This design comes from an exercise in tuning for small area on the open sky130 flow, not from production work. Only simulation tests tie the RTL to the original design; equivalence was not proved. Power is estimated from default activity; no workload was simulated.

===== config.mk =====
export PLATFORM = sky130hd
export DESIGN_NAME = sram_1r1w_param
export DESIGN_NICKNAME = sram_1r1w_param
export VERILOG_FILES = /design/flow/design.v
export SDC_FILE = /design/flow/constraint.sdc
export NUM_CORES = 4
export LEC_CHECK = 0
export CAP_MARGIN = 20
export CORE_MARGIN = 2
export CORE_UTILIZATION = 50
export SLEW_MARGIN = 20

===== constraint.sdc =====
create_clock -name core_clock -period 4.0 [get_ports {clk}]
set_input_delay 0.8000 -clock core_clock [delete_from_list [all_inputs] [get_ports {clk}]]
set_output_delay 0.8000 -clock core_clock [all_outputs]
set_load 0.01 [all_outputs]

===== design.v =====
`default_nettype none
module sram_1r1w_param #(
  parameter int    DATA_WIDTH        = 32,
  parameter int    SIZE              = 64,
  parameter int    ADDR_WIDTH        = (SIZE > 1) ? $clog2(SIZE) : 1,
  parameter        READ_DURING_WRITE = "NEW_DATA",
  parameter int    CLEAR_ON_RESET    = 1
) (
  input  logic                  clk,
  input  logic                  rst_n,
  input  logic                  read_en,
  input  logic [ADDR_WIDTH-1:0] read_addr,
  output logic [DATA_WIDTH-1:0] read_data,
  input  logic                  write_en,
  input  logic [ADDR_WIDTH-1:0] write_addr,
  input  logic [DATA_WIDTH-1:0] write_data,
  output logic                  init_busy
);
  localparam int c_MEM_W = DATA_WIDTH;
  localparam bit                  c_NEW_DATA = (READ_DURING_WRITE == "NEW_DATA");
  localparam logic [ADDR_WIDTH:0] c_SIZE     = (ADDR_WIDTH + 1)'(SIZE);
  localparam logic [ADDR_WIDTH-1:0] c_LAST   = ADDR_WIDTH'(SIZE - 1);
  typedef enum logic [0:0] {
    ST_INIT = 1'b0,
    ST_RUN  = 1'b1
  } state_t;
  state_t                r_state;
  state_t                w_state_next;
  logic [ADDR_WIDTH-1:0] r_cnt;
  logic [ADDR_WIDTH-1:0] w_cnt_next;
  logic [c_MEM_W-1:0]    r_mem [0:SIZE-1];
  logic                  w_rd_ok;
  logic                  w_wr_ok;
  logic                  w_user_we;
  logic                  w_user_re;
  logic                  w_fwd;
  logic [c_MEM_W-1:0]    w_wr_word;
  logic [c_MEM_W-1:0]    w_rd_word;
  assign w_rd_ok   = ({1'b0, read_addr}  < c_SIZE);
  assign w_wr_ok   = ({1'b0, write_addr} < c_SIZE);
  assign w_user_we = (r_state == ST_RUN) && write_en && w_wr_ok;
  assign w_user_re = (r_state == ST_RUN) && read_en;
  assign w_fwd     = c_NEW_DATA && w_user_we && (write_addr == read_addr);
  assign w_rd_word = w_rd_ok ? r_mem[read_addr] : '0;
  assign w_wr_word = write_data;
  always_comb begin
    w_state_next = r_state;
    w_cnt_next   = r_cnt;
    if (r_state == ST_INIT) begin
      w_cnt_next = r_cnt + 1'b1;
      if (r_cnt == c_LAST) begin
        w_state_next = ST_RUN;
        w_cnt_next   = '0;
      end
    end
  end
  always_ff @(posedge clk) begin
    if (!rst_n) begin
      r_state   <= (CLEAR_ON_RESET != 0) ? ST_INIT : ST_RUN;
      r_cnt     <= '0;
      init_busy <= (CLEAR_ON_RESET != 0);
    end else begin
      r_state   <= w_state_next;
      r_cnt     <= w_cnt_next;
      init_busy <= (w_state_next == ST_INIT);
    end
  end
  always_ff @(posedge clk) begin
    if (rst_n) begin
      if (r_state == ST_INIT) begin
        r_mem[r_cnt] <= '0;
      end else if (w_user_we) begin
        r_mem[write_addr] <= w_wr_word;
      end
    end
  end
  always_ff @(posedge clk) begin
    if (!rst_n) begin
      read_data <= '0;
    end else if (w_user_re) begin
      if (!w_rd_ok) begin
        read_data <= '0;
      end else if (w_fwd) begin
        read_data <= write_data;
      end else begin
        read_data <= w_rd_word[DATA_WIDTH-1:0];
      end
    end
  end
endmodule
`default_nettype wire

===== run.sh =====
#!/bin/bash
# synth_recipe.tcl (not shown) runs the flow's synth.tcl, then flattens the netlist and writes it again
# the make line also repeats each setting of config.mk as NAME=value (left out here)
make -C /OpenROAD-flow-scripts/flow DESIGN_CONFIG=/design/flow/config.mk WORK_HOME=/design/flow/orfs CLKGATE_MAP_FILE= SYNTH_SCRIPT=/design/flow/synth_recipe.tcl finish

==> results of run 1 <==
[flip-flops by register name, summed over array words and instances (netlist names)]
register,flops
r_cnt,6
init_busy,1
read_data,32
r_state,1
r_mem,2048
[worst paths after layout]
kind / slack [ns] / depth (start not counted) / endpoint / start
worst max-delay path: 0.89 / 10 / read_data[5] / read_addr[0]
worst min-delay path: 0.49 / 2 / read_data[0] / read_data[0]
worst max register to register: 1.28 / 7 / read_data[22] / r_mem[7][22]
worst min register to register: 0.49 / 2 / read_data[0] / read_data[0]
[cells in the final DEF, fill, tap and decap left out, types with 15 or more instances in the layout]
cell type	instances
nand2b_1	15
clkbuf_1	45
dfxtp_1	40
inv_2	22
clkinv_1	57
buf_4	171
a221oi_1	41
nor2_4	65
o21ai_0	15
nor3_1	36
a22o_1	55
nand2_1	110
a21oi_1	68
buf_12	139
o221ai_1	30
clkinv_2	44
clkdlybuf4s50_1	77
o22ai_1	39
edfxtp_1	2048
a22oi_1	111
clkbuf_16	212
mux2i_1	79
mux4_2	480
nand3_1	18
[layout make-up]
class | count | share of cell area (%)
sequential | 2088 | 66.84
multi-input combinational | 1299 | 18.03
clock buffer | 261 | 5.932
timing repair buffer | 390 | 5.227
tap | 2072 | 2.781
clock inverter | 126 | 1.051
inverter | 36 | 0.1450
[worst max-delay path: cells and delay by family]
family	cells	cell delay, ns
simple gates	2	0.25
mux	1	0.24
buf+inv	4	1.16
compound gates	3	1.29
[report_power, final]
| group | total, mW | switching (mW) | internal, mW |
|---|---|---|---|
| clock network | 18.5 | 8.06 | 10.5 |
| logic | 1.54 | 0.889 | 0.651 |
| registers | 23.7 | 0.0190 | 23.7 |
[synth_stat cells (2+ instances only)]
| cell type | number |
|---|---|
| o31ai_1 | 5 |
| a221oi_2 | 13 |
| a221oi_1 | 41 |
| o21ai_1 | 3 |
| nand2_1 | 110 |
| o21a_1 | 6 |
| nand4_1 | 2 |
| a22oi_1 | 111 |
| mux2_2 | 7 |
| o221ai_1 | 30 |
| or3_1 | 4 |
| a21boi_0 | 3 |
| nor4_1 | 2 |
| or2_2 | 3 |
| o41ai_1 | 3 |
| buf_4 | 16 |
| a211oi_1 | 8 |
| nand2b_1 | 15 |
| edfxtp_1 | 2048 |
| o22ai_1 | 39 |
| a2111oi_0 | 3 |
| mux2i_1 | 79 |
| o21ai_0 | 15 |
| inv_1 | 36 |
| and3_1 | 2 |
| a31oi_1 | 8 |
| a22o_1 | 55 |
| nor2_1 | 79 |
| dfxtp_1 | 40 |
| buf_6 | 24 |
| mux4_2 | 480 |
| a21oi_1 | 68 |
| nand3_1 | 18 |
| and2_1 | 16 |
| clkbuf_1 | 108 |
| a32oi_1 | 2 |
| buf_2 | 46 |
| nor3_1 | 36 |
| xor2_1 | 3 |
| xnor2_1 | 4 |
| nand3b_1 | 5 |
| buf_1 | 16 |
| nor2b_1 | 11 |
[cells by family (layout without fill, tap and decap cells)]
logic type | after synthesis | in the layout
flip-flops | 2088 | 2088
multiplexers | 566 | 566
AO/OA/AOI/OAI | 422 | 422
AND/OR/NAND/NOR | 303 | 303
buffers and inverters | 247 | 813
XOR/XNOR | 7 | 7
adder cells (fa/ha/maj) | 1 | 1
[routing by layer]
| metal | part of all wire (%) | up-vias | routed length (um) |
|---|---|---|---|
| li1 | - | 16253 | - |
| met1 | 42 | 21078 | 84910 |
| met2 | 49 | 1503 | 98390 |
| met3 | 6.2 | 235 | 12370 |
| met4 | 2.6 | 0 | 5208 |
| met5 | 0 | - | 0 |
[through the flow]
stage | utilization (%) | setup TNS (ns) | instances | setup slack (ns)
2_1_floorplan | - | 0 | 3634 | 0.1625
3_3_place_gp | 54.74 | -0.01217 | 5885 | -0.01217
3_5_place_dp | 54.74 | 0 | 5885 | 0.03132
4_1_cts | 58.85 | 0 | 6272 | 0.8703
5_1_grt | 58.85 | 0 | 6272 | 0.7324
6_report | 58.85 | 0 | 6272 | 0.8934
==> results.txt, run 1 <==
outcome=timing/DRC/antenna clean; crit path max-delay cell type=a2111oi_0; Die ar.=around 160000 um^2; fraction of layout cells with a size suffix above 1=between 20 and 30%; worst hold-check path type=reg -> reg; VDD IR max=0.0004719 V; initial core utilization=around half; Skew-Pair Late Insertion Delay=between 0.8 and 0.9 ns; FF+latch area=62300 um^2; Distinct cells, synth=54; largest net degree at the start of global routing=65; sequential area share after synthesis=just under 80%; number of global-route vias before repair=39122; Overall Power=between 40 and 50 mW; Syn Area/Cell=21.97 um^2; Slew @ Worst Pin=slightly below 1 ns; GRT Total Usage=between 20% and 30%; post-placement cell area=slightly below 90000 um^2; area grow syn2layout=16.77%; Syn Nets=between 3000 and 4000; total clock sinks=between 2000 and 2500; Rel. slew slack=between 30 and 40%; worst clock skew=between 0.02 and 0.025 ns; Pins Over Slew Limit=0; Synth Area in Compound Gates=under 10%; synth warn=1; Simple-Gate Fraction of Synth Area=1.705%; Leak Pwr=30.76 nW; Post-CTS Hold Buffers=0; DR pass1 iterations=6; initial antenna violation count=0; Rows=146; largest family of logic cells by synthesized area=multiplexers; area leader, netlist=edfxtp_1; flops & latches, synth=~2100; top cell type's share of synthesized area=77.04%; most used cell, CP=buf_12; CP Data Required Time=around 4.7 ns; Core Box Area=about 160000 um^2; Final nets=~4000; Clock Path Buffers=3; met2 usage=39.81%; vias=between 30000 and 40000; Die Ht=403.6 um; mux cell area share after synthesis=roughly 15%; post_cts resized=0; Final HPWL DP=roughly 120000 um; worst hold margin=just under 0.5 ns; max-cap violations=0; WL/cell=32.03 um; DR iter-0 viols=~4400; post-route cell area=about 93000 um^2; fraction of registers with async set or reset after synthesis=0%; CTS H-tree lvls=4; Setup Viol. Count Final=0; Critical Path Fanout Max=28; input/output buffers=80; routability cong.=roughly 0.86; Ant. Diodes=0; Final Hold Viols=0; first-pass GRT wire length=between 200000 and 300000 um; met1 Use GR=about 36%; XOR/XNOR share of the synthesized area=less than 1%; area occupied by multi-input gates=roughly 17000 um^2; layout filler cell count=11291; unrepaired setup endpoints after global routing=false; CP peak stage delay=0.78 ns; met3 Resource Use GR=approximately 3.5%; crit-path cells=buf_8, buf_12, buf_12, buf_4, mux2i_1, nor3_1, a2111oi_0, o21ai_1, nand3_1, o22ai_1; CP arrival=3.78 ns; global route overflow=0; Critical Path Sink Type=register; Die Wd=approximately 400 um; I/O Pins=81; DRT Wirelength=between 200000 and 250000 um; Syn Std Cell Area=~80000 um^2; adder-cell share of the synthesized area=less than 1%; number of synthesized flops with an enable pin=around 2000; Most used DFF post-synth=edfxtp_1; DR DRC count=0; min Tclk post-route=just over 3 ns; clk slew on worst S/H paths=roughly 0.060 ns; global route hottest layer=met2; vias per cell=roughly 6.2; CTS Buf Count=206; fmax=about 320 MHz; Gate Count Post-Synth=between 3000 and 4000; Detail Route Antenna Nets=0; pwr/cell area=about 470 nW/um^2; startpoint type of the worst setup path=primary input; CP Class=in -> reg; Synth area leaders=edfxtp_1 77%, mux4_2 14%, a22oi_1 1.0%; Post-CTS Setup Inserts=0; root buffer cell=clkbuf_16; Final period util=77.66%; CTS tree=done
==> run 2, diff against run 1 <==
==> design.v (replaced) <==
`default_nettype none
module sram_1r1w_param #(
  parameter int    DATA_WIDTH        = 32,
  parameter int    SIZE              = 64,
  parameter int    ADDR_WIDTH        = (SIZE > 1) ? $clog2(SIZE) : 1,
  parameter        READ_DURING_WRITE = "NEW_DATA",
  parameter int    CLEAR_ON_RESET    = 1
) (
  input  logic                  clk,
  input  logic                  rst_n,
  input  logic                  read_en,
  input  logic [ADDR_WIDTH-1:0] read_addr,
  output logic [DATA_WIDTH-1:0] read_data,
  input  logic                  write_en,
  input  logic [ADDR_WIDTH-1:0] write_addr,
  input  logic [DATA_WIDTH-1:0] write_data,
  output logic                  init_busy
);
  logic [ADDR_WIDTH-1:0]               r_cnt;
  logic [SIZE-1:0][DATA_WIDTH-1:0]     r_mem;
  always_ff @(posedge clk) begin
    if (!rst_n) begin
      r_cnt     <= '0;
      init_busy <= 1'b1;
    end else begin
      r_cnt     <= r_cnt + 1'b1;
      init_busy <= init_busy && (r_cnt != ADDR_WIDTH'(SIZE - 1));
    end
  end
  logic                  w_we;
  logic [ADDR_WIDTH-1:0] w_wa;
  logic [SIZE-1:0]       w_row_sel;
  logic [SIZE-1:0]       w_row_wr;
  logic [SIZE-1:0]       w_row_hold;
  assign w_we = rst_n && (init_busy || write_en);
  assign w_wa = init_busy ? r_cnt : write_addr;
  always_comb begin
    for (int i = 0; i < SIZE; i++) begin
      w_row_sel[i]  = w_we && (w_wa == ADDR_WIDTH'(i));
      w_row_hold[i] = !w_row_sel[i];
      w_row_wr[i]   = w_row_sel[i] && !init_busy;
    end
  end
  always_ff @(posedge clk) begin
    for (int i = 0; i < SIZE; i++) begin
      r_mem[i] <= ({DATA_WIDTH{w_row_hold[i]}} & r_mem[i]) |
                  ({DATA_WIDTH{w_row_wr[i]}}   & write_data);
    end
  end
  logic            w_rd;
  logic            w_fwd;
  logic            w_hold;
  logic [SIZE-1:0] w_row_re;
  logic [DATA_WIDTH-1:0] w_rd_next;
  assign w_rd   = rst_n && !init_busy && read_en;
  assign w_fwd  = w_rd && write_en && (write_addr == read_addr);
  assign w_hold = rst_n && !w_rd;
  always_comb begin
    for (int i = 0; i < SIZE; i++)
      w_row_re[i] = w_rd && !w_fwd && (read_addr == ADDR_WIDTH'(i));
  end
  always_comb begin
    w_rd_next = ({DATA_WIDTH{w_hold}} & read_data) |
                ({DATA_WIDTH{w_fwd}}  & write_data);
    for (int i = 0; i < SIZE; i++)
      w_rd_next = w_rd_next | ({DATA_WIDTH{w_row_re[i]}} & r_mem[i]);
  end
  always_ff @(posedge clk) begin
    read_data <= w_rd_next;
  end
endmodule
`default_nettype wire
==> run 2 against run 1 <==
  * Sequential power down 8%
  * Via count up 110%
  * Global-route usage up 32 points
  * Synthesized cell count rose to 2.5 times the previous value
  * Total power up 1.1%
  * Cell area up 4.1%
  * Die area down 2.5%
  * Clock power up 12%
  * Routed wire length up 130%
==> results.txt, run 2 <==
outcome=timing/DRC/antenna clean (unchanged); min Tclk post-route=3.868 ns (was 3.107 ns); Critical path buffers and inverters=4 (unchanged); DR iter-0 viols=16747 (was 4383); DR DRC count=0 (unchanged); reg2reg setup slack=0.13 ns (was 1.28 ns); Final Worst Setup Slack=0.1319 ns (was 0.8934 ns); sequential area share after synthesis=53.69% (was 78.04%); met1 Use GR=70.15% (was 35.93%); CP Class=reg -> reg (was in -> reg); hold path depth=2 (unchanged); WHS Endpoint=r_mem[758] (was read_data[0]); first-pass GRT wire length=615400 um (was 286800 um); Critical Path Fanout Max=23 (was 28); number of synthesized flops with an enable pin=0 (was 2048); Detail Route Antenna Nets=0 (unchanged); Clock Path Buffers=3 (unchanged); worst hold start=r_mem[758] (was read_data[0]); Rel. slew slack=12.98% (was 34.26%); CP peak stage delay=0.81 ns (was 0.78 ns); worst hold margin=0.4493 ns (was 0.4870 ns); Synth area leaders=dfxtp_1 54%, o21ai_0 14%, nand2_1 11% (was edfxtp_1 77%, mux4_2 14%, a22oi_1 1.0%); worst hold-check path type=reg -> reg (unchanged); R2R Path Start=init_busy (was r_mem[7][22]); vias=82740 (was 39069); top cell type's share of synthesized area=53.69% (was 77.04%); synth warn=1 (unchanged); cell depth of the worst flop-to-flop path=11 (was 7); worst clock skew=0.06552 ns (was 0.02303 ns); global route overflow=0 (unchanged); DRT Wirelength=464900 um (was 200900 um); input/output buffers=80 (unchanged); clk slew on worst S/H paths=0.06 ns (about the same); CP Data Required Time=4.75 ns (was 4.67 ns); Critical Path Sink Type=register (unchanged); Most used DFF post-synth=dfxtp_1 (was edfxtp_1); fmax=258.5 MHz (was 321.9 MHz); Reg with most FFs=r_mem (unchanged); area leader, netlist=dfxtp_1 (was edfxtp_1); Rows=144 (was 146); Syn Std Cell Area=77820 um^2 (was 79830 um^2); most frequent cells in the layout=2190 x nand2_1, 2112 x o21ai_0, 2086 x dfxtp_1 (was 2048 x edfxtp_1, 480 x mux4_2, 212 x clkbuf_16); Final Hold Viols=0 (unchanged); Die Ht=398.5 um (was 403.6 um); global route hottest layer=met2 (unchanged); Leak Pwr=35.52 nW (was 30.76 nW); CTS Buf Count=210 (was 206); DR pass1 iterations=9 (was 6); Pins Over Slew Limit=0 (unchanged); met2 usage=74.78% (was 39.81%); startpoint type of the worst setup path=register (was primary input); most common cell after layout, fill and taps aside=nand2_1 (was edfxtp_1); Final period util=96.70% (was 77.66%); Distinct cells, synth=82 (was 54); Die ar.=158800 um^2 (was 162900 um^2); CTS H-tree lvls=4 (unchanged); most common library cells after synthesis=2214 x nand2_1, 2114 x o21ai_0, 2087 x dfxtp_1, 752 x clkbuf_1, 524 x a22oi_1 (was 2048 x edfxtp_1, 480 x mux4_2, 111 x a22oi_1, 110 x nand2_1, 108 x clkbuf_1); I/O Pins=81 (unchanged); CP arrival=4.62 ns (was 3.78 ns); max reg flops=2048 (unchanged); unrepaired setup endpoints after global routing=false (unchanged); most frequent cell after synthesis=nand2_1 (was edfxtp_1); Final nets=9694 (was 4070); met3 Resource Use GR=25.66% (was 3.466%); fraction of registers with async set or reset after synthesis=0% (unchanged); Syn Nets=9262 (was 3683); pre-CTS setup slack=-0.3829 ns (was 0.03132 ns); pwr/cell area=456.6 nW/um^2 (was 470.2 nW/um^2); Syn Area/Cell=8.446 um^2 (was 21.97 um^2); reg2reg end=read_data[5] (was read_data[22]); Gate Count Post-Synth=9213 (was 3634); Post-CTS Setup Inserts=0 (unchanged); Final HPWL DP=309400 um (was 119500 um); Setup Viol. Count Final=0 (unchanged); number of global-route vias before repair=72817 (was 39122); Skew-Pair Late Insertion Delay=0.88 ns (was 0.81 ns); Die Wd=398.5 um (was 403.6 um); Regs by FF count=r_mem (2048), read_data (32), r_cnt (6) (unchanged); VDD IR max=0.0004518 V (was 0.0004719 V); area grow syn2layout=24.72% (was 16.77%); flops & latches, synth=2087 (was 2088); initial antenna violation count=54 (was 0); max-cap violations=0 (unchanged); Slew @ Worst Pin=1.298 ns (was 0.9861 ns); CTS tree=done (unchanged); GRT Total Usage=56.92% (was 24.75%); routability cong.=1.110 (was 0.8634); layout filler cell count=13487 (was 11291); initial core utilization=50.46% (was 50.40%); WL/cell=39.01 um (was 32.03 um); crit-path leading delay family=compound AO/OA/AOI/OAI gates (unchanged); Core Box Area=154200 um^2 (was 158400 um^2); root buffer cell=clkbuf_16 (unchanged); Post-CTS Hold Buffers=0 (unchanged); post_cts resized=0 (unchanged); total clock sinks=2087 (was 2088); crit-path cells=nand3b_1, buf_4, buf_12, nor2_2, buf_12, buf_4, a22oi_1, o22ai_1, a2111oi_0, nand4_1, or3b_1 (was buf_8, buf_12, buf_12, buf_4, mux2i_1, nor3_1, a2111oi_0, o21ai_1, nand3_1, o22ai_1); fraction of layout cells with a size suffix above 1=16.50% (was 28.67%); crit path max-delay cell type=a2111oi_0 (unchanged); vias per cell=6.944 (was 6.229); largest net degree at the start of global routing=65 (unchanged)
run 2: power by group:
part           switching (mW)  internal [mW]  total (mW)
Clock                    8.90           11.9        20.8
Sequential              0.343           21.4        21.7
Combinational            1.17          0.579        1.75
run 2: routing by layer:
| layer | wire length [um] | vias to the layer above |
|---|---|---|
| li1 | - | 33447 |
| met1 | 162300 | 38981 |
| met2 | 174000 | 7919 |
| met3 | 79160 | 2363 |
| met4 | 49060 | 30 |
| met5 | 284 | - |
run 2: through the flow:
| step | setup TNS [ns] | util [%] | area (um^2) | power (mW) | std cells |
|---|---|---|---|---|---|
| global route | 0 | 62.84 | 96920 | 45.03 | 11866 |
| global placement | -12.78 | 58.08 | 89570 | 23.71 | 11474 |
| detailed placement | -7.953 | 58.13 | 89660 | 23.77 | 11477 |
| finish | 0 | 62.93 | 97050 | 44.31 | 11916 |
| floorplan | 0 | - | 77820 | 22.69 | 9213 |
| CTS | 0 | 62.84 | 96920 | 44.00 | 11865 |
run 2: logic make-up (layout without fill, tap and decap cells):
| logic type | Yosys count | after routing | synth area share (%) |
|---|---|---|---|
| AOI/OAI and AO/OA | 3316 | 3316 | 25.55 |
| and+or+nand+nor | 2839 | 2839 | 15.23 |
| DFF | 2087 | 2087 | 53.69 |
| buffers and inverters | 895 | 1503 | 4.496 |
| muxes | 66 | 66 | 0.8924 |
| xor gates and xnor gates | 9 | 9 | 0.1302 |
| adders and majority gates | 1 | 1 | 0.01608 |
| other | 0 | 51 | 0 |
run 2: cell type report:
cell class | instances | area (um^2) | area share [%]
inverter | 6 | 22.52 | 0.02321
antenna | 51 | 127.6 | 0.1315
clock inverter | 67 | 923.4 | 0.9515
multi-input combinational | 6231 | 34130 | 35.16
tap | 2044 | 2557 | 2.635
clock buffer | 321 | 6336 | 6.529
timing repair buffer | 1109 | 11170 | 11.51
sequential | 2087 | 41780 | 43.05
run 2: worst reg2reg max path: stages (launching register included):
cell	delay, ns
dfxtp_4	0.50
nand3b_1	0.17
buf_4	0.18
buf_12	0.29
nor2_2	0.31
buf_12	0.23
buf_4	0.17
a22oi_1	0.32
o22ai_1	0.12
a2111oi_0	0.81
nand4_1	0.22
or3b_1	0.43
run 2: how the worst max path moves through the flow:
stage | from | to | slack (ns) | cells past startpoint
2_1_floorplan | read_addr[2] | read_data[21] | 0.79 | 11
3_3_place_gp | read_addr[1] | read_data[14] | -0.77 | 14
3_5_place_dp | write_addr[0] | read_data[5] | -0.38 | 11
4_1_cts | init_busy | read_data[5] | 0.47 | 11
5_1_grt | write_addr[0] | read_data[1] | 0.15 | 12
6_report | init_busy | read_data[5] | 0.13 | 11

[afterwards: timing with drivers on the ports]
The flow's constraints put no driver on any port. The routed layouts listed below were extracted and timed again, unchanged, in two steps. Step 1 (the two cells are an assumption about what drives the block):
set clk [get_ports {clk}]
set_driving_cell -lib_cell sky130_fd_sc_hd__clkbuf_16 $clk
set_driving_cell -lib_cell sky130_fd_sc_hd__buf_2 [delete_from_list [all_inputs] $clk]
Step 2 times the ports against the registers' clock, not the clock port: input delays grow and output delays shrink by t, the midpoint of the rising clock arrivals with the driver on. Three values: no drivers, after step 1, after step 2; two values: the first two.
run	t, ns	setup slack, ns	clock arrival spread, ns
run 1	0.876	0.893 / 0.911 / 0.035	0.028 / 0.028
run 2	0.946	0.132 / 0.132 / -0.721	0.067 / 0.066
Met with ideal ports but missed after step 2: setup timing in run 2. The setup slack of run 1, which loses most, moves by +0.018 ns with the drivers and by -0.858 ns with both steps.
